Context: an optimization exercise on an open-source flow, tuned for a short achievable clock period and few clock cycles. The choices shown serve that exercise and are no tape-out recipe. The RTL was checked by simulation tests, not by an equivalence proof against the original design. Power and IR drop assume default switching activity.

==> v35 <==
==> flow/design.v <==
package path_types_pkg;
    typedef logic [10-1:0] node_idx_t;
    typedef logic [24-1:0] path_count_t;
    typedef logic [$clog2(32)-1:0] queue_ptr_t;
    typedef logic [5-1:0] succ_cnt_t;
endpackage
package path_ctrl_pkg;
    typedef enum logic [2:0] {
        IDLE      = 3'd0,
        POP       = 3'd1,
        WAIT_LIST = 3'd2,
        PUSH      = 3'd3,
        FINISHED  = 3'd4
    } walk_state_t;
    typedef enum logic [1:0] {
        BASE_SEED  = 2'd0,
        BASE_END   = 2'd1,
        BASE_MATCH = 2'd2,
        BASE_NEW   = 2'd3
    } add_base_t;
endpackage
`timescale 1ns/10ps
module path_count_top (
    input  logic        clk,
    input  logic        rst_n,
    input  logic        start_run,
    input  path_types_pkg::node_idx_t   start_node,
    input  path_types_pkg::node_idx_t   end_node,
    input  path_types_pkg::node_idx_t   next_node_idx,
    input  path_types_pkg::succ_cnt_t   next_node_counter,
    output path_types_pkg::node_idx_t   node_idx,
    output logic        rd_next_node,
    output logic        done,
    output path_types_pkg::path_count_t path_count
);
    localparam int N  = 32;           
    localparam int W  = 24;           
    localparam int IW = 10;           
    localparam int PW = 6;            
    function automatic logic [2*24-1:0] csa(input logic [23:0] a, input logic [23:0] b, input logic [23:0] c);
        logic [23:0] s, k;
        s = a ^ b ^ c;
        k = (a & b) | (a & c) | (b & c);
        csa = {s, k[22:0], 1'b0};
    endfunction
    function automatic logic [23:0] ksadd(input logic [23:0] a, input logic [23:0] b);
        logic [23:0] g, p, gn, pn;
        g = a & b;
        p = a ^ b;
        for (int s = 1; s < 24; s = s * 2) begin
            gn = g;
            pn = p;
            for (int i = s; i < 24; i++) begin
                gn[i] = g[i] | (p[i] & g[i - s]);
                pn[i] = p[i] & p[i - s];
            end
            g = gn;
            p = pn;
        end
        ksadd = (a ^ b) ^ {g[22:0], 1'b0};
    endfunction
    function automatic logic [31:0] first_one(input logic [31:0] x);
        logic [31:0] p;
        p = x;
        for (int s = 1; s < 32; s = s * 2) p = p | (p << s);
        first_one = x & ~(p << 1);
    endfunction
    function automatic logic [4:0] enc32(input logic [31:0] oh);
        enc32 = '0;
        for (int k = 0; k < 32; k++) enc32 = enc32 | ({5{oh[k]}} & 5'(k));
    endfunction
    typedef enum logic [1:0] {
        ST_IDLE = 2'd0,
        ST_RUN  = 2'd1,
        ST_FIN  = 2'd2
    } st_t;
    st_t st;
    wire run   = (st == ST_RUN);
    wire start = (st == ST_IDLE) & start_run;
    logic [IW-1:0] lab   [N];         
    logic [N-1:0]  val;               
    logic [W-1:0]  D     [N];         
    logic [N-1:0]  dirty;             
    logic [N-1:0]  comp;              
    logic [N-1:0]  hs;                
    logic [N-1:0]  ovf;               
    logic [1:0]    M     [N][N];      
    logic [4:0]    ME    [N];         
    logic [N-1:0]  ME_nz;             
    logic [N-1:0]  ME_dir;            
    logic [1:0]    ME_x  [N];         
    logic [N-1:0]  ME_y;              
    logic [PW-1:0] ap;                
    logic [N-1:0]  ap_oh;             
    logic [PW-1:0] rp;                
    logic [IW-1:0] end_lab;
    logic [W-1:0]  end_cnt;
    logic          rd_q;              
    logic [IW-1:0] nidx_q;            
    logic [4:0]    rs_q;              
    logic [4:0]    lst_q;             
    logic [N-1:0]  snap_oh;           
    logic          first_q;           
    logic          cont_q;            
    logic          rwait_q;           
    logic          done_q;
    wire c0 = (next_node_counter == 5'd0);
    wire c1 = (next_node_counter == 5'd1);
    wire c2 = (next_node_counter == 5'd2);
    wire ev = run & (first_q ? ~c0 : cont_q);
    logic [N-1:0] hit_a;
    always_comb begin
        for (int k = 0; k < N; k++)
            hit_a[k] = val[k] & (lab[k] == next_node_idx);
    end
    logic          bv;
    logic [IW-1:0] b_idx;
    logic          b_new;             
    logic [N:0]    b_tgt;             
    logic          b_first;
    logic          b_last;
    logic [4:0]    b_row;
    wire same_a   = bv & (next_node_idx == b_idx);
    wire end_a    = (next_node_idx == end_lab);
    wire hitany_a = |hit_a;
    wire isnew_a  = ev & ~hitany_a & ~end_a & ~same_a;
    logic [N:0] tgt_a;
    always_comb begin
        if (!ev)            tgt_a = '0;
        else if (same_a)    tgt_a = b_tgt;
        else if (end_a)     tgt_a = {1'b1, {N{1'b0}}};
        else if (hitany_a)  tgt_a = {1'b0, hit_a};
        else if (b_new)     tgt_a = {1'b0, ap_oh[N-2:0], 1'b0};
        else                tgt_a = {1'b0, ap_oh};
    end
    logic [N-1:0] row_oh;
    always_comb for (int k = 0; k < N; k++) row_oh[k] = (b_row == 5'(k));
    wire        isnew = b_new;
    wire [N:0]  tgt   = b_tgt;
    logic [1:0] CR  [N];
    logic [1:0] CRn [N];
    logic [4:0] CE, CEn;
    logic       cr_ovf, cr_multi;
    always_comb begin
        cr_ovf = 1'b0;
        cr_multi = 1'b0;
        for (int c = 0; c < N; c++) begin
            CRn[c] = (b_first ? 2'd0 : CR[c]) + {1'b0, tgt[c]};
            cr_ovf = cr_ovf | (~b_first & (CR[c] == 2'd3) & tgt[c]);
            cr_multi = cr_multi | CRn[c][1];
        end
        CEn = (b_first ? 5'd0 : CE) + {4'd0, tgt[N]};
    end
    logic [W-1:0] S;
    logic [W-1:0] q;                  
    logic [1:0]   rem [N];            
    logic [N-1:0] pen;                
    logic         more;               
    logic [N-1:0] RM;                 
    logic [N-1:0] blk_q;              
    always_comb begin
        for (int c = 0; c < N; c++) pen[c] = rem[c][0];
    end
    wire [N-1:0] has_amt = comp & hs & (dirty | pen);
    wire [N-1:0] elig    = has_amt & ~ovf & ~blk_q;
    wire [N-1:0] sel     = first_one(elig);
    wire         go      = run & ~more;
    wire         fire    = go & (|elig);
    logic [W-1:0] d_sel;
    logic [W-1:0] Y  [N];             
    logic [W-1:0] Dq [N];             
    always_comb for (int k = 0; k < N; k++) Dq[k] = ksadd(D[k], q);
    logic [1:0]   m_sel [N];
    logic [4:0]   me_sel;
    logic         me_nz_s, me_dir_s, me_y_s;
    logic [1:0]   me_x_s;
    always_comb begin
        d_sel  = '0;
        me_sel = '0;
        me_nz_s = 1'b0;
        me_dir_s = 1'b0;
        me_y_s = 1'b0;
        me_x_s = '0;
        for (int c = 0; c < N; c++) m_sel[c] = '0;
        for (int k = 0; k < N; k++) begin
            d_sel  = d_sel | ((pen[k] ? Dq[k] : D[k]) & {W{sel[k]}});
            me_sel   = me_sel | (ME[k] & {5{sel[k]}});
            me_nz_s  = me_nz_s | (ME_nz[k] & sel[k]);
            me_dir_s = me_dir_s | (ME_dir[k] & sel[k]);
            me_y_s   = me_y_s | (ME_y[k] & sel[k]);
            me_x_s   = me_x_s | (ME_x[k] & {2{sel[k]}});
            for (int c = 0; c < N; c++)
                m_sel[c] = m_sel[c] | (M[k][c] & {2{sel[k]}});
        end
    end
    wire [N-1:0] rr_oh  = first_one(comp & hs & ovf & dirty & ~blk_q);
    wire         rr_any = |rr_oh;
    wire [4:0]   rr     = enc32(rr_oh);
    wire pend    = (rp != ap);
    wire newav   = pend | isnew | isnew_a;
    wire avail   = newav | rr_any;
    wire want    = (ev & c2) | (run & first_q & (c0 | c1)) | rwait_q;
    wire rd_d    = run & want & avail;
    wire rr_go   = rd_d & ~newav;
    logic pd, pe1, pe2;
    logic [1:0] pd_x;
    logic pd_y;
    wire settle_e = run & first_q & c0 & ~pe1 & ~bv & ~pend & ~(|has_amt) & ~more;
    wire settle_r = run & ~pe1 & rwait_q & ~cont_q & ~first_q & ~bv & ~pend & ~(|has_amt) & ~more;
    wire settle_b = run & ~pe1 & bv & ~isnew & ~pend & ~rd_q & ~first_q & ~cont_q & ~(|has_amt) & ~more
                  & ~(|(comp & hs & (tgt[N-1:0] | pen)))
                  & ~(|(row_oh & (dirty | pen)));
    wire settle = settle_r | settle_b | settle_e;
    always_ff @(posedge clk or negedge rst_n) begin
        if (!rst_n) begin
            st      <= ST_IDLE;
            rd_q    <= 1'b0;
            done_q  <= 1'b0;
            first_q <= 1'b0;
            cont_q  <= 1'b0;
            rwait_q <= 1'b0;
            bv      <= 1'b0;
            pd      <= 1'b0;
            more    <= 1'b0;
            pe1     <= 1'b0;
            pe2     <= 1'b0;
            for (int c = 0; c < N; c++) rem[c] <= '0;
        end else begin
            first_q <= rd_q | start;
            cont_q  <= ev & ~c0 & ~c1;
            bv      <= ev;
            pd      <= fire & me_dir_s & ~pe1;
            more    <= fire & (|(sel & RM));
            pe1     <= fire & me_nz_s & ~(me_dir_s & ~pe1);
            pe2     <= pe1;
            if (start) begin
                st      <= ST_RUN;
                rd_q    <= 1'b0;
                rwait_q <= 1'b0;
                for (int c = 0; c < N; c++) rem[c] <= '0;
            end else if (run) begin
                rd_q    <= rd_d;
                rwait_q <= want & ~avail;
                for (int c = 0; c < N; c++)
                    rem[c] <= fire ? m_sel[c] : {1'b0, rem[c][1]};
                if (settle) begin
                    st     <= ST_FIN;
                    done_q <= 1'b1;
                end
            end else begin
                rd_q <= 1'b0;
                if (st == ST_FIN && !start_run) begin
                    st     <= ST_IDLE;
                    done_q <= 1'b0;
                end
            end
        end
    end
    always_ff @(posedge clk) begin
        if (start) begin
            nidx_q <= start_node;
            rs_q   <= '0;
            rp     <= PW'(1);
        end else if (rd_d) begin
            if (pend)         nidx_q <= lab[rp[4:0]];
            else if (isnew)   nidx_q <= b_idx;
            else if (isnew_a) nidx_q <= next_node_idx;
            else              nidx_q <= lab[rr];
            rs_q <= newav ? rp[4:0] : rr;
            if (newav) rp <= rp + 1'b1;
        end
        if (start)     lst_q <= '0;
        else if (rd_q) lst_q <= rs_q;
        for (int k = 0; k < N; k++)
            snap_oh[k] <= start ? (k == 0) : (rd_q && rs_q == 5'(k));
    end
    always_ff @(posedge clk) begin
        b_idx   <= next_node_idx;
        b_new   <= isnew_a;
        b_tgt   <= tgt_a;
        b_first <= first_q;
        b_last  <= c1;
        b_row   <= lst_q;
    end
    always_ff @(posedge clk) begin
        if (start) begin
            lab[0]  <= start_node;
            val     <= {{(N-1){1'b0}}, 1'b1};
            ap      <= PW'(1);
            ap_oh   <= {{(N-2){1'b0}}, 2'b10};
            end_lab <= end_node;
            comp    <= '0;
            hs      <= '0;
            ovf     <= '0;
        end else begin
            if (isnew) begin
                lab[ap[4:0]] <= b_idx;
                val          <= val | ap_oh;
                ap           <= ap + 1'b1;
                ap_oh        <= {ap_oh[N-2:0], 1'b0};
            end
            if (rr_go) comp <= comp & ~rr_oh;
            if (run && first_q && c0) comp[lst_q] <= 1'b1;
            if (bv && b_last) begin
                comp[b_row] <= 1'b1;
                hs[b_row]   <= 1'b1;
            end
            if (bv && cr_ovf) ovf[b_row] <= 1'b1;
        end
    end
    always_ff @(posedge clk) begin
        if (bv) begin
            for (int c = 0; c < N; c++) CR[c] <= CRn[c];
            CE <= CEn;
            for (int c = 0; c < N; c++) M[b_row][c] <= CRn[c];
            ME[b_row]     <= CEn;
            ME_nz[b_row]  <= (CEn != 5'd0);
            ME_dir[b_row] <= (CEn != 5'd0) && (CEn <= 5'd4);
            ME_x[b_row]   <= (CEn == 5'd2) ? 2'd1 : (CEn == 5'd4) ? 2'd2 : 2'd0;
            ME_y[b_row]   <= (CEn == 5'd3);
            RM[b_row]     <= cr_multi;
        end
    end
    always_ff @(posedge clk) begin
        logic [N-1:0] pnd;
        pnd = val & comp & has_amt & ~(sel & {N{fire}});
        for (int k = 0; k < N; k++) begin
            logic b;
            b = 1'b0;
            for (int j = 0; j < N; j++) b = b | (pnd[j] & (M[j][k] != 2'd0));
            blk_q[k] <= b;
        end
    end
    logic [4:0] me_q;
    always_ff @(posedge clk) if (fire) begin
        pd_x <= me_x_s;
        pd_y <= me_y_s;
    end
    always_ff @(posedge clk) begin
        if (first_q) S <= D[lst_q];
        if (fire) begin
            q    <= d_sel;
            me_q <= me_sel;
        end else begin
            q <= {q[W-2:0], 1'b0};
        end
    end
    logic [W-1:0] ps_q, pc_q;
    logic [W-1:0] pp [5];
    logic [2*W-1:0] x1, x2, x3;
    always_comb begin
        for (int i = 0; i < 5; i++) pp[i] = me_q[i] ? (q << i) : '0;
        x1 = csa(pp[0], pp[1], pp[2]);
        x2 = csa(x1[2*W-1:W], x1[W-1:0], pp[3]);
        x3 = csa(x2[2*W-1:W], x2[W-1:0], pp[4]);
    end
    always_ff @(posedge clk) begin
        ps_q <= x3[2*W-1:W];
        pc_q <= x3[W-1:0];
    end
    always_comb begin
        for (int k = 0; k < N; k++) begin
            logic [W-1:0] base;
            logic [2*W-1:0] y1;
            base = (snap_oh[k] || !val[k]) ? '0 : D[k];
            y1   = csa(base, tgt[k] ? S : '0, pen[k] ? q : '0);
            Y[k] = ksadd(y1[2*W-1:W], y1[W-1:0]);
        end
    end
    always_ff @(posedge clk) begin
        for (int k = 0; k < N; k++) begin
            logic clr, fs;
            clr  = snap_oh[k];
            fs   = go & sel[k];
            if (start)   D[k] <= (k == 0) ? W'(1) : '0;
            else if (fs) D[k] <= tgt[k] ? S : '0;
            else         D[k] <= Y[k];
            if (start)   dirty[k] <= 1'b0;
            else if (fs) dirty[k] <= tgt[k];
            else         dirty[k] <= (dirty[k] & ~clr) | tgt[k] | pen[k];
        end
        begin
            logic [2*W-1:0] y1;
            logic [2*W-1:0] y2;
            logic [W-1:0] ex, ey;
            ex = pe2 ? ps_q : pd ? (q << pd_x) : '0;
            ey = pe2 ? pc_q : (pd & pd_y) ? (q << 1) : '0;
            y1 = csa(end_cnt, tgt[N] ? S : '0, ex);
            y2 = csa(y1[2*W-1:W], y1[W-1:0], ey);
            if (start) end_cnt <= '0;
            else       end_cnt <= ksadd(y2[2*W-1:W], y2[W-1:0]);
        end
    end
    assign node_idx     = (st == ST_IDLE) ? start_node : nidx_q;
    assign rd_next_node = rd_q | start;
    assign done         = done_q & start_run;
    assign path_count   = end_cnt;
endmodule
==> flow/run.sh <==
#!/bin/bash
# synth_recipe.tcl (not shown) runs the flow's synth.tcl, then flattens the netlist and writes it again
# the make line also repeats each setting of config.mk as NAME=value (left out here)
make -C /OpenROAD-flow-scripts/flow DESIGN_CONFIG=/design/flow/config.mk WORK_HOME=/design/flow/orfs CLKGATE_MAP_FILE= SYNTH_SCRIPT=/design/flow/synth_recipe.tcl finish
==> flow/config.mk <==
export PLATFORM = sky130hd
export DESIGN_NAME = path_count_top
export DESIGN_NICKNAME = path_count_top
export VERILOG_FILES = /design/flow/design.v
export SDC_FILE = /design/flow/constraint.sdc
export NUM_CORES = 4
export LEC_CHECK = 0
export ABC_CLOCK_PERIOD_IN_PS = 3000
export CAP_MARGIN = 20
export CELL_PAD_IN_SITES_DETAIL_PLACEMENT = 1
export CELL_PAD_IN_SITES_GLOBAL_PLACEMENT = 2
export CORE_MARGIN = 2
export CORE_UTILIZATION = 30
export PLACE_DENSITY = 0.55
export SETUP_SLACK_MARGIN = 5
export SLEW_MARGIN = 20
export SYNTH_MEMORY_MAX_BITS = 65536
==> flow/constraint.sdc <==
create_clock -name core_clock -period 10.0 [get_ports {clk}]
set_input_delay 2.0000 -clock core_clock [delete_from_list [all_inputs] [get_ports {clk}]]
set_output_delay 2.0000 -clock core_clock [all_outputs]
set_load 0.01 [all_outputs]
==> v16 (differences from v35) <==
--- a/flow/design.v
+++ b/flow/design.v
@@ -162,14 +162,12 @@
         for (int c = 0; c < N; c++) pen[c] = rem[c][0];
     end
     wire [N-1:0] has_amt = comp & hs & (dirty | pen);
-    wire [N-1:0] elig    = has_amt & ~ovf & ~blk_q;
+    wire [N-1:0] elig    = has_amt & ~pen & ~ovf & ~blk_q;
     wire [N-1:0] sel     = first_one(elig);
     wire         go      = run & ~more;
     wire         fire    = go & (|elig);
     logic [W-1:0] d_sel;
     logic [W-1:0] Y  [N];             
-    logic [W-1:0] Dq [N];             
-    always_comb for (int k = 0; k < N; k++) Dq[k] = ksadd(D[k], q);
     logic [1:0]   m_sel [N];
     logic [4:0]   me_sel;
     logic         me_nz_s, me_dir_s, me_y_s;
@@ -183,7 +181,7 @@
         me_x_s = '0;
         for (int c = 0; c < N; c++) m_sel[c] = '0;
         for (int k = 0; k < N; k++) begin
-            d_sel  = d_sel | ((pen[k] ? Dq[k] : D[k]) & {W{sel[k]}});
+            d_sel  = d_sel | (D[k] & {W{sel[k]}});
             me_sel   = me_sel | (ME[k] & {5{sel[k]}});
             me_nz_s  = me_nz_s | (ME_nz[k] & sel[k]);
             me_dir_s = me_dir_s | (ME_dir[k] & sel[k]);
@@ -373,7 +371,7 @@
             clr  = snap_oh[k];
             fs   = go & sel[k];
             if (start)   D[k] <= (k == 0) ? W'(1) : '0;
-            else if (fs) D[k] <= tgt[k] ? S : '0;
+            else if (fs) D[k] <= tgt[k] ? S : '0;   
             else         D[k] <= Y[k];
             if (start)   dirty[k] <= 1'b0;
             else if (fs) dirty[k] <= tgt[k];
==> v26 (differences from v35) <==
--- a/flow/design.v
+++ b/flow/design.v
@@ -83,7 +83,7 @@
     logic [N-1:0]  dirty;             
     logic [N-1:0]  comp;              
     logic [N-1:0]  hs;                
-    logic [N-1:0]  ovf;               
+    wire  [N-1:0]  ovf = '1;          
     logic [1:0]    M     [N][N];      
     logic [4:0]    ME    [N];         
     logic [N-1:0]  ME_nz;             
@@ -162,14 +162,12 @@
         for (int c = 0; c < N; c++) pen[c] = rem[c][0];
     end
     wire [N-1:0] has_amt = comp & hs & (dirty | pen);
-    wire [N-1:0] elig    = has_amt & ~ovf & ~blk_q;
+    wire [N-1:0] elig    = has_amt & ~pen & ~ovf & ~blk_q;
     wire [N-1:0] sel     = first_one(elig);
     wire         go      = run & ~more;
     wire         fire    = go & (|elig);
     logic [W-1:0] d_sel;
     logic [W-1:0] Y  [N];             
-    logic [W-1:0] Dq [N];             
-    always_comb for (int k = 0; k < N; k++) Dq[k] = ksadd(D[k], q);
     logic [1:0]   m_sel [N];
     logic [4:0]   me_sel;
     logic         me_nz_s, me_dir_s, me_y_s;
@@ -183,7 +181,7 @@
         me_x_s = '0;
         for (int c = 0; c < N; c++) m_sel[c] = '0;
         for (int k = 0; k < N; k++) begin
-            d_sel  = d_sel | ((pen[k] ? Dq[k] : D[k]) & {W{sel[k]}});
+            d_sel  = d_sel | (D[k] & {W{sel[k]}});
             me_sel   = me_sel | (ME[k] & {5{sel[k]}});
             me_nz_s  = me_nz_s | (ME_nz[k] & sel[k]);
             me_dir_s = me_dir_s | (ME_dir[k] & sel[k]);
@@ -291,7 +289,6 @@
             end_lab <= end_node;
             comp    <= '0;
             hs      <= '0;
-            ovf     <= '0;
         end else begin
             if (isnew) begin
                 lab[ap[4:0]] <= b_idx;
@@ -305,7 +302,6 @@
                 comp[b_row] <= 1'b1;
                 hs[b_row]   <= 1'b1;
             end
-            if (bv && cr_ovf) ovf[b_row] <= 1'b1;
         end
     end
     always_ff @(posedge clk) begin
@@ -328,7 +324,7 @@
             logic b;
             b = 1'b0;
             for (int j = 0; j < N; j++) b = b | (pnd[j] & (M[j][k] != 2'd0));
-            blk_q[k] <= b;
+            blk_q[k] <= 1'b0;
         end
     end
     logic [4:0] me_q;
@@ -373,7 +369,7 @@
             clr  = snap_oh[k];
             fs   = go & sel[k];
             if (start)   D[k] <= (k == 0) ? W'(1) : '0;
-            else if (fs) D[k] <= tgt[k] ? S : '0;
+            else if (fs) D[k] <= tgt[k] ? S : '0;   
             else         D[k] <= Y[k];
             if (start)   dirty[k] <= 1'b0;
             else if (fs) dirty[k] <= tgt[k];
Settings changed: CELL_PAD_IN_SITES_DETAIL_PLACEMENT 1 to default, CELL_PAD_IN_SITES_GLOBAL_PLACEMENT 2 to default, CORE_UTILIZATION 30 to 50, PLACE_DENSITY 0.55 to default.
==> notes <==
v26 went through all stages and came out clean. v16 finished with antenna rules left. v35 produced a layout that fails on antenna rules, capacitance limit, slew limit. The highest via count belongs to v35, the lowest to v26. Of v16 and v26, v16 has the higher final cell count (gap 130%, measured against v26). The lowest die area belongs to v26, the highest to v35. Between v26 and v16, the lower clock skew is in v26 (gap 0.076 ns). Against v16, the synthesized area of v26 is lower by 55%. Against v35, the count of clock-buffer cells in the layout of v16 is higher by 13. Of v26 and v16, v26 has the higher utilization (gap 20 points). The highest first-iteration DRC count belongs to v35, the lowest to v26. Synthesized cell count: v16 is smaller than v35 (about 20%).
==> figures <==
item	v26	v16	v35
Status	timing/DRC/antenna clean	complete, but fails checks	complete, but fails checks
Violated checks	-	antenna rules	antenna rules, capacitance limit, slew limit
Combinational power	15.6 mW	8.69 mW	12.5 mW
Placer Congestion	1.03	1.05	1.19
Half-perimeter wire length after placement	349 mm	1090 mm	1660 mm
Beginning of the worst hold path	lst_q[1]	rem[11][1]	b_tgt[10]
Fin Clk Skew	0.0271 ns	0.103 ns	0.142 ns
Post-route worst setup slack	4.90 ns	4.87 ns	4.11 ns
Power attributed to the clock group	6.83 mW	19.8 mW	20.4 mW
Number of flip-flops under the largest register name	768	2048	2048
Signal buf overhead	2.04%	3.39%	7.29%
Worst EP required	10.60 ns	10.98 ns	10.97 ns
Min-Delay Path Depth	0	2	2
Number of distinct library cells after synthesis	95	99	99
Drt via density	6.37	6.11	6.51
Synth async-reset ratio	0.559%	1.85%	1.85%
Net Count, Synth	13733	24884	31075
Largest area contributor in the netlist	dfxtp_1	edfxtp_1	edfxtp_1
Signal inverters	188	422	699
Worst setup slack before clock tree synthesis	3.26 ns	2.82 ns	2.23 ns
Reported net switching power	14.3 mW	16.8 mW	20.0 mW
Testbench counts of v35, summed over its fixed seeds: cycles 15,239.
Testbench counts of v16, summed over its fixed seeds: cycles 15,525.
Testbench counts of v26, summed over its fixed seeds: cycles 21,825.

[re-timing with driven ports]
How much do the figures lean on ideal ports? The routed layouts below were timed once more, with nothing changed but the port constraints.
Step 1 (the two cells are an assumption about what drives the block):
set clk [get_ports {clk}]
set_driving_cell -lib_cell sky130_fd_sc_hd__clkbuf_16 $clk
set_driving_cell -lib_cell sky130_fd_sc_hd__buf_2 [delete_from_list [all_inputs] $clk]
Step 2, shift: input delay + t, output delay - t, t = (earliest + latest rising clock arrival at the registers) / 2. This alone moves slack from input paths to output paths.
Three values: ideal ports, drivers, drivers and shift; two values: the first two.
| run | t (ns) | slack for setup (ns) | worst hold slack (ns) | worst setup path at the end | worst data-port slew with drivers (ns) |
|---|---|---|---|---|---|
| v35 | 1.241 | 4.113 / 4.113 / 3.924 | 0.455 / 0.455 / 0.455 | input to register | 0.12 |
| v16 | 1.287 | 4.866 / 4.866 / 3.885 | 0.456 / 0.456 / 0.456 | input to register | 0.15 |
| v26 | 0.944 | 4.899 / 4.899 / 4.129 | 0.428 / 0.428 / 0.428 | input to register | 0.05 |
For v16, which loses most, drivers alone change the setup slack by 0.000 ns; drivers and shift together by -0.981 ns.
